This design comes from an exercise in tuning for small area, a short achievable clock period and few clock cycles per item on the open sky130 flow, not from production work. Function was checked by simulation only, so behaviour that the tests miss may differ from the original. Power and IR drop assume default switching activity.

==> run a: inputs <==
// rational_arithmetic_unit_core
module rational_arithmetic_unit_core #(
    parameter int WIDTH = 32
) (
    input  logic         i_clk,
    input  logic         i_rst_n,
    input  logic         i_s_axis_tvalid,
    output logic         o_s_axis_tready,
    input  logic [135:0] i_s_axis_tdata,
    output logic         o_m_axis_tvalid,
    input  logic         i_m_axis_tready,
    output logic [71:0]  o_m_axis_tdata
);
clock: 10.0 ns
lec_check: 0
cap_margin: 20
core_margin: 2
core_utilization: 40
setup_slack_margin: 5
slew_margin: 20
run.sh (not shown) runs the stock make flow with config.mk's settings and CLKGATE_MAP_FILE= SYNTH_SCRIPT=/design/flow/synth_recipe.tcl, a recipe that flattens the netlist after the stock synthesis.
==> inputs of run b, as changes to run a <==
--- a/flow/design.v
+++ b/flow/design.v
@@ -18,13 +18,13 @@
     output logic         o_s_axis_tready,
     input  logic [135:0] i_s_axis_tdata,
     output logic         o_m_axis_tvalid,
     input  logic         i_m_axis_tready,
     output logic [71:0]  o_m_axis_tdata
 );
-    localparam int SH = 2;
+    localparam int SH = 3;
     logic s_idle, s_fint, s_lda, s_ga, s_ldb, s_gb, s_m1, s_comb, s_m2, s_gr;
     logic s_c1, s_c2, s_c3, s_cs;
     logic        r_tready;
     logic        r_mvalid;
     logic [32:0] r_u;
     logic [31:0] r_v;
@@ -54,44 +54,34 @@
     assign m_gcd = r_gcd;
     assign m_mul = s_m1 || s_m2;
     assign c_x   = r_x1[31];
     logic        c_mx0, c_mx1, c_my0, c_my1, c_rx, c_ry;
     assign c_mx0 = r_mul ? r_u[0] : r_v[0];
     assign c_mx1 = r_mul ? r_u[1] : r_v[1];
-    assign c_my0 = r_mul ? r_v[0] : r_u[0];
-    assign c_my1 = r_mul ? r_v[1] : r_u[1];
+    assign c_my0 = (r_mul || s_m2) ? r_v[0] : r_u[0];
+    assign c_my1 = (r_mul || s_m2) ? r_v[1] : r_u[1];
     assign c_rx  = r_mul ? (r_u[31:2] != 30'd0) : (r_v[31:2] != 30'd0);
-    assign c_ry  = r_mul ? (r_v[31:2] != 30'd0) : (r_u[31:2] != 30'd0);
+    assign c_ry  = (r_mul || s_m2) ? (r_v[31:2] != 30'd0) : (r_u[31:2] != 30'd0);
     assign c_y   = r_y1[31];
-    always_comb begin
-        a_w   = '0;
-        a_sub = 1'b1;
-        if (s_cs) begin
-            case ({c_x, c_y})
-                2'b10:   begin a_w = {2'b00, r_v};               a_sub = 1'b0; end
-                2'b01:   begin a_w = {2'b00, r_x2};              a_sub = 1'b1; end
-                2'b11:   begin a_w = {{2{r_y2[31]}}, r_y2};      a_sub = 1'b0; end
-                default: begin a_w = '0;                         a_sub = 1'b0; end
-            endcase
-        end else if (s_c3) begin
-            a_w = {2'b00, r_x2};
-        end else if (r_wv) begin
-            a_w = {2'b00, r_v};
-        end
-    end
+    logic        r_wx2, r_wy2, r_wsub;
+    assign a_w   = ({34{r_wv}}  & {2'b00, r_v})
+                 | ({34{r_wx2}} & {2'b00, r_x2})
+                 | ({34{r_wy2}} & {{2{r_y2[31]}}, r_y2});
+    assign a_sub = r_wsub;
     assign a_du  = {r_u[32], r_u} + (a_w ^ {34{a_sub}}) + {33'd0, a_sub};
     assign a_gu  = r_gu;
     assign a_dv  = {1'b0, r_v} - (a_gu ? {1'b0, r_u[31:0]} : 33'd0);
     logic [31:0] k_ax, k_bx, k_sx, k_ay, k_by, k_sy;
     logic [32:0] k_cx, k_cy;
-    assign k_ax  = (m_mul && !c_mx0) ? 32'd0 : r_x2;
-    assign k_bx  = (m_mul && c_mx1) ? {r_x2[30:0], 1'b0} : 32'd0;
+    logic        r_kx0, r_kx1, r_ky0, r_ky1;
+    assign k_ax  = r_kx0 ? r_x2 : 32'd0;
+    assign k_bx  = r_kx1 ? {r_x2[30:0], 1'b0} : 32'd0;
     assign k_sx  = r_x1 ^ k_ax ^ k_bx;
     assign k_cx  = {(r_x1 & k_ax) | (r_x1 & k_bx) | (k_ax & k_bx), 1'b0};
-    assign k_ay  = (m_mul && !c_my0) ? 32'd0 : r_y2;
-    assign k_by  = (m_mul && c_my1) ? {r_y2[30:0], 1'b0} : 32'd0;
+    assign k_ay  = r_ky0 ? r_y2 : 32'd0;
+    assign k_by  = r_ky1 ? {r_y2[30:0], 1'b0} : 32'd0;
     assign k_sy  = r_y1 ^ k_ay ^ k_by;
     assign k_cy  = {(r_y1 & k_ay) | (r_y1 & k_by) | (k_ay & k_by), 1'b0};
     assign a_su1 = {2'b00, k_sx} + {1'b0, k_cx};
     assign a_su2 = {2'b00, k_sy} + {1'b0, k_cy};
     function automatic int unsigned shamt(input logic [SH:0] d);
         int unsigned k;
@@ -154,43 +144,53 @@
             f_nmag = a_dv;
             f_sn   = f_sq;
         end
     end
     logic m1_end, m2_end;
     logic a_bad, b_bad, b_divz, m1_bad, comb_bad, m2_bad, r_bad, cs_end;
+    logic r_m1f;             
+    logic l_abad;            
+    assign l_abad   = !mfits(r_rn, r_sa) || r_rd[31];
     assign m1_end   = (r_u[31:0] == 32'd0) && (r_v == 32'd0);
     assign m2_end   = (r_v == 32'd0);
     assign a_bad    = !mfits(g_r1, r_sa) || g_r2[31];
     assign b_bad    = !mfits(g_r1, r_sb) || g_r2[31];
     assign b_divz   = r_div && g_zu;
-    assign m1_bad   = r_ovx || r_ovy ||
+    assign m1_bad   = (r_m1f && (!mfits(r_u[31:0], r_sb) || r_v[31])) || r_ovx || r_ovy ||
                       (m1_end && (!mfits(r_x1, f_sx) ||
-                                  !mfits(r_y1, !r_mul && (r_div ? r_sb : f_sq))));
+                                  !mfits(r_y1, !r_mul && r_sb)));
     assign comb_bad = 1'b0;
-    assign m2_bad   = r_ovx || (m2_end && r_x1[31]) ||
+    assign m2_bad   = r_ovy || (m2_end && r_y1[31]) ||
                       !(r_u[32:31] == 2'b00 || (r_sn && r_u[32:0] == 33'h080000000));
     assign r_bad    = g_r2[31] || (!r_sn && g_r1[31]);
     assign cs_end   = (r_x1 == 32'd0) && (r_y1 == 32'd0);
     logic t_ga, t_gb, t_m1, t_m2, t_gr;
     assign t_ga = s_ga && g_fin;
     assign t_gb = s_gb && g_fin;
     assign t_gr = s_gr && g_fin;
     assign t_m1 = s_m1 && m1_end && !m1_bad;
     assign t_m2 = s_m2 && m2_end && !m2_bad;
     logic fin;        
-    assign fin = s_fint || (t_gb && (b_bad || b_divz)) || (s_m1 && m1_bad) ||
+    assign fin = s_fint || (s_ldb && l_abad) || (t_gb && b_divz) || (s_m1 && m1_bad) ||
                  (s_comb && comb_bad) || (s_m2 && m2_bad) || t_gr || (s_cs && cs_end);
     logic n_idle, n_fint, n_lda, n_ga, n_ldb, n_gb, n_m1, n_comb, n_m2, n_gr;
-    logic n_c1, n_c2, n_c3, n_cs;
+    logic n_c1, n_c2, n_c3, n_cs, n_cx, n_cy;
+    assign n_cx   = e_x1 ? d_x1[31] : r_x1[31];
+    logic n_u0, n_u1, n_v0, n_v1;
+    assign n_u0   = e_u ? d_u[0] : r_u[0];
+    assign n_u1   = e_u ? d_u[1] : r_u[1];
+    assign n_v0   = e_v ? d_v[0] : r_v[0];
+    assign n_v1   = e_v ? d_v[1] : r_v[1];
+    assign n_cy   = e_y1 ? d_y1[31] : r_y1[31];
     assign n_idle = (s_idle && !i_start) || fin;
-    assign n_fint = (s_idle && i_start && i_fast) || (t_ga && a_bad);
+    assign n_fint = s_idle && i_start && i_fast;
     assign n_lda  = s_idle && i_start && !i_fast && !i_cmp;
     assign n_ga   = s_lda || (s_ga && !g_fin);
-    assign n_ldb  = t_ga && !a_bad;
-    assign n_gb   = s_ldb || (s_gb && !g_fin);
-    assign n_m1   = (t_gb && !b_bad && !b_divz) || (s_m1 && !m1_bad && !m1_end);
+    assign n_ldb  = t_ga;
+    assign n_gb   = (s_ldb && !l_abad) || (s_gb && !g_fin);
+    assign n_m1   = (t_gb && !b_divz) || (s_m1 && !m1_bad && !m1_end);
     assign n_comb = t_m1 && !r_mul && !r_div;
     assign n_m2   = (s_comb && !comb_bad) || (s_m2 && !m2_bad && !m2_end);
     assign n_gr   = (t_m1 && (r_mul || r_div)) || t_m2 || (s_gr && !g_fin);
     assign n_c1   = s_idle && i_start && !i_fast && i_cmp;
     assign n_c2   = s_c1;
     assign n_c3   = s_c2;
@@ -210,12 +210,15 @@
             s_c1     <= 1'b0;
             s_c2     <= 1'b0;
             s_c3     <= 1'b0;
             s_cs     <= 1'b0;
             r_gcd    <= 1'b0;
             r_wv     <= 1'b0;
+            r_wx2    <= 1'b0;
+            r_wy2    <= 1'b0;
+            r_wsub   <= 1'b1;
             r_gu     <= 1'b0;
             r_tready <= 1'b0;
             r_mvalid <= 1'b0;
         end else begin
             if (fin) begin
                 r_mvalid <= 1'b1;
@@ -235,24 +238,33 @@
             s_gr   <= n_gr;
             s_c1   <= n_c1;
             s_c2   <= n_c2;
             s_c3   <= n_c3;
             s_cs   <= n_cs;
             r_gcd  <= n_ga || n_gb || n_gr;
-            r_wv   <= ((n_ga || n_gb || n_gr) && (e_u ? d_u[0] : r_u[0])) || n_comb;
+            r_wv   <= ((n_ga || n_gb || n_gr) && (e_u ? d_u[0] : r_u[0])) || n_comb ||
+                      (n_cs && n_cx && !n_cy);
+            r_wx2  <= n_c3 || (n_cs && !n_cx && n_cy);
+            r_wy2  <= n_cs && n_cx && n_cy;
+            r_wsub <= !n_cs || (!n_cx && n_cy);
             r_gu   <= ((n_ga || n_gb || n_gr) && (e_v ? d_v[0] : r_v[0])) || n_comb;
         end
     end
     always_ff @(posedge i_clk) begin
         if (s_idle) begin
             r_mul <= (p_act == rau_pkg::ACT_MUL);
             r_div <= (p_act == rau_pkg::ACT_DIV);
             r_sub <= (p_act == rau_pkg::ACT_SUB);
             r_sa  <= i_sa;
         end
         if (t_ga) r_sb <= i_sb;
+        r_m1f <= t_gb;
+        r_kx0 <= !n_m1 || (r_mul ? n_u0 : n_v0);
+        r_kx1 <= n_m1 && (r_mul ? n_u1 : n_v1);
+        r_ky0 <= !(n_m1 || n_m2) || ((r_mul || n_m2) ? n_v0 : n_u0);
+        r_ky1 <= (n_m1 || n_m2) && ((r_mul || n_m2) ? n_v1 : n_u1);
         if (t_m1) r_sn <= r_sa ^ r_sb;
         if (s_comb) r_sn <= f_sn;
         if (t_gb || s_comb) begin
             r_ovx <= 1'b0;
             r_ovy <= 1'b0;
         end else if (m_mul) begin
@@ -276,19 +288,19 @@
             end else begin
                 r_eq <= 1'b0;
                 r_lt <= 1'b0;
                 r_gt <= 1'b0;
             end
         end
-        if ((t_ga && a_bad) || (t_gb && b_bad) || (s_m1 && m1_bad) || (s_comb && comb_bad) ||
-            (s_m2 && m2_bad) || (t_gr && r_bad)) begin
+        if ((s_ldb && l_abad) || (s_m1 && m1_bad) || (s_comb && comb_bad) ||
+            (s_m2 && m2_bad)) begin
             r_status <= rau_pkg::ST_OVF;
         end else if (t_gb && b_divz) begin
             r_status <= rau_pkg::ST_DIVZ;
         end
-        if (t_gr && !r_bad) r_ok <= 1'b1;
+        if (t_gr) r_ok <= 1'b1;
         if (s_cs && cs_end) begin
             if (r_u == 33'd0 && !r_stk) begin
                 r_eq <= 1'b1;
             end else if (r_u[32] ^ r_sa) begin
                 r_lt <= 1'b1;
             end else begin
@@ -327,32 +339,32 @@
     assign u_x1   = t_m1;
     assign u_nm   = s_comb;
     assign u_0    = s_c3;
     assign v_su2  = s_lda || s_ldb || s_c1;
     assign v_sh   = g_vs || g_both || m1_run || m2_run;
     assign v_r2   = t_gb;
-    assign v_y1   = t_m1;
+    assign v_y1   = t_m1 || t_m2;
     assign v_rn   = s_comb;
-    assign v_x1   = t_m2;
+    assign v_x1   = 1'b0;
     assign v_u    = s_c2;
     assign x1_sh  = g_us || s_cs;
-    assign x1_su1 = g_cv || ((m1_run || m2_run) && (c_mx0 || c_mx1));
-    assign x1_0   = t_gb || s_comb;
+    assign x1_su1 = g_cv || (m1_run && (c_mx0 || c_mx1));
+    assign x1_0   = t_gb;
     assign x1_rev = s_c2;
     assign x2_su1 = g_cu || s_c2;
     assign x2_y1  = t_m1 && !r_mul && !r_div;
-    assign x2_sh  = g_vs || m1_run || m2_run;
+    assign x2_sh  = g_vs || m1_run;
     assign x2_rn  = t_gb;
-    assign x2_rd  = s_comb;
+    assign x2_rd  = 1'b0;
     assign y1_sh  = g_us || s_cs;
-    assign y1_su2 = g_cv || (m1_run && (c_my0 || c_my1));
-    assign y1_0   = t_gb;
+    assign y1_su2 = g_cv || ((m1_run || m2_run) && (c_my0 || c_my1));
+    assign y1_0   = t_gb || s_comb;
     assign y1_rev = s_c2;
     assign y2_su2 = g_cu;
-    assign y2_sh  = g_vs || m1_run;
-    assign y2_rd  = t_gb;
+    assign y2_sh  = g_vs || m1_run || m2_run;
+    assign y2_rd  = t_gb || s_comb;
     assign y2_du  = s_c3;
     logic        e_u, e_v, e_x1, e_x2, e_y1, e_y2;
     logic [32:0] d_u;
     logic [31:0] d_v, d_x1, d_x2, d_y1, d_y2;
     always_comb begin
         e_u  = u_su1 || u_sh || u_r1 || u_x1 || u_nm || u_0;
@@ -408,9 +420,12 @@
         end else if (t_gb) begin
             r_rn <= g_r2;
         end
     end
     assign o_s_axis_tready = r_tready;
     assign o_m_axis_tvalid = r_mvalid;
-    assign o_m_axis_tdata  = {4'd0, r_eq, r_gt, r_lt, r_status,
-                              r_ok ? r_rd[30:0] : 31'd1, r_ok ? r_rn : 32'd0};
+    logic o_bad, o_ok;
+    assign o_bad = r_rd[31] || (!r_sn && r_rn[31]);
+    assign o_ok  = r_ok && !o_bad;
+    assign o_m_axis_tdata  = {4'd0, r_eq, r_gt, r_lt, r_status | {1'b0, r_ok && o_bad},
+                              o_ok ? r_rd[30:0] : 31'd1, o_ok ? r_rn : 32'd0};
 endmodule
- CORE_UTILIZATION: 40 -> 25
==> comparison table <==
Run status: run b complete, no violations; run a complete, no violations
Met1 routed wirelength after detailed routing: run b 67390 um; run a 66440 um
Area after detailed placement: run b 35770 um^2; run a 35030 um^2
Worst clock skew: run b 30.49 ps; run a 45.15 ps
Stage delay of the slowest cell on the critical path: run b 900 ps; run a 530 ps
DR WL/cell: run b 33.45 um; run a 36.80 um
Peak supply drop: run b 0.1070 mV; run a 0.1189 mV
Critical Path Stages: run b 11; run a 23
Layout buffer count excluding clock buffers: run b 386; run a 468
Share of Yosys cell area claimed by the top area cell type: run b 24.72%; run a 24.83%
Flip-flop and latch count: run b 299; run a 291
Net switching power: run b 2.853 mW; run a 3.132 mW
Weighted congestion reported at the end of routability-driven placement: run b 1.047; run a 1.087
Post-layout total power: run b 6.074 mW; run a 6.685 mW
Clk pin slew, worst setup/hold paths: run b 70 ps; run a 60 ps
Post-synthesis share of cell area spent on full adders, half adders and majority gates: run b 9.422%; run a 9.425%
Cell Count Post-Placement: run b 5522; run a 4881
Part of the Yosys area used for sequential elements: run b 26.97%; run a 26.59%
Testbench counts of run a, summed over its fixed seeds: cycles 56,768, items 1,200.
Testbench counts of run b, summed over its fixed seeds: cycles 51,684, items 1,200.

[port drivers added, routing unchanged]
The results above use ideal ports. As a check the final layouts listed here were re-extracted and re-timed, cells and wires unchanged.
Step 1 assumes that a clkbuf_16 drives the clock port and a buf_2 every other input.
Step 2 moves the port delays by t, midway between the first and last clock arrival at a register: inputs arrive t later, outputs are due t later. That takes back most of the time a late clock gives input paths.
Slacks: ideal ports / drivers / drivers and shift; pairs: ideal ports / drivers.
| run | shift t [ns] | setup slack, ns | pins driven straight from the clock port |
|---|---|---|---|
| run a | 0.666 | 4.192 / 4.192 / 4.192 | 1 |
| run b | 0.649 | 4.906 / 4.906 / 4.854 | 1 |
After both steps every run listed still meets setup and hold. The setup slack of run b, which loses most, moves by 0.000 ns with the drivers and by -0.052 ns with both steps.
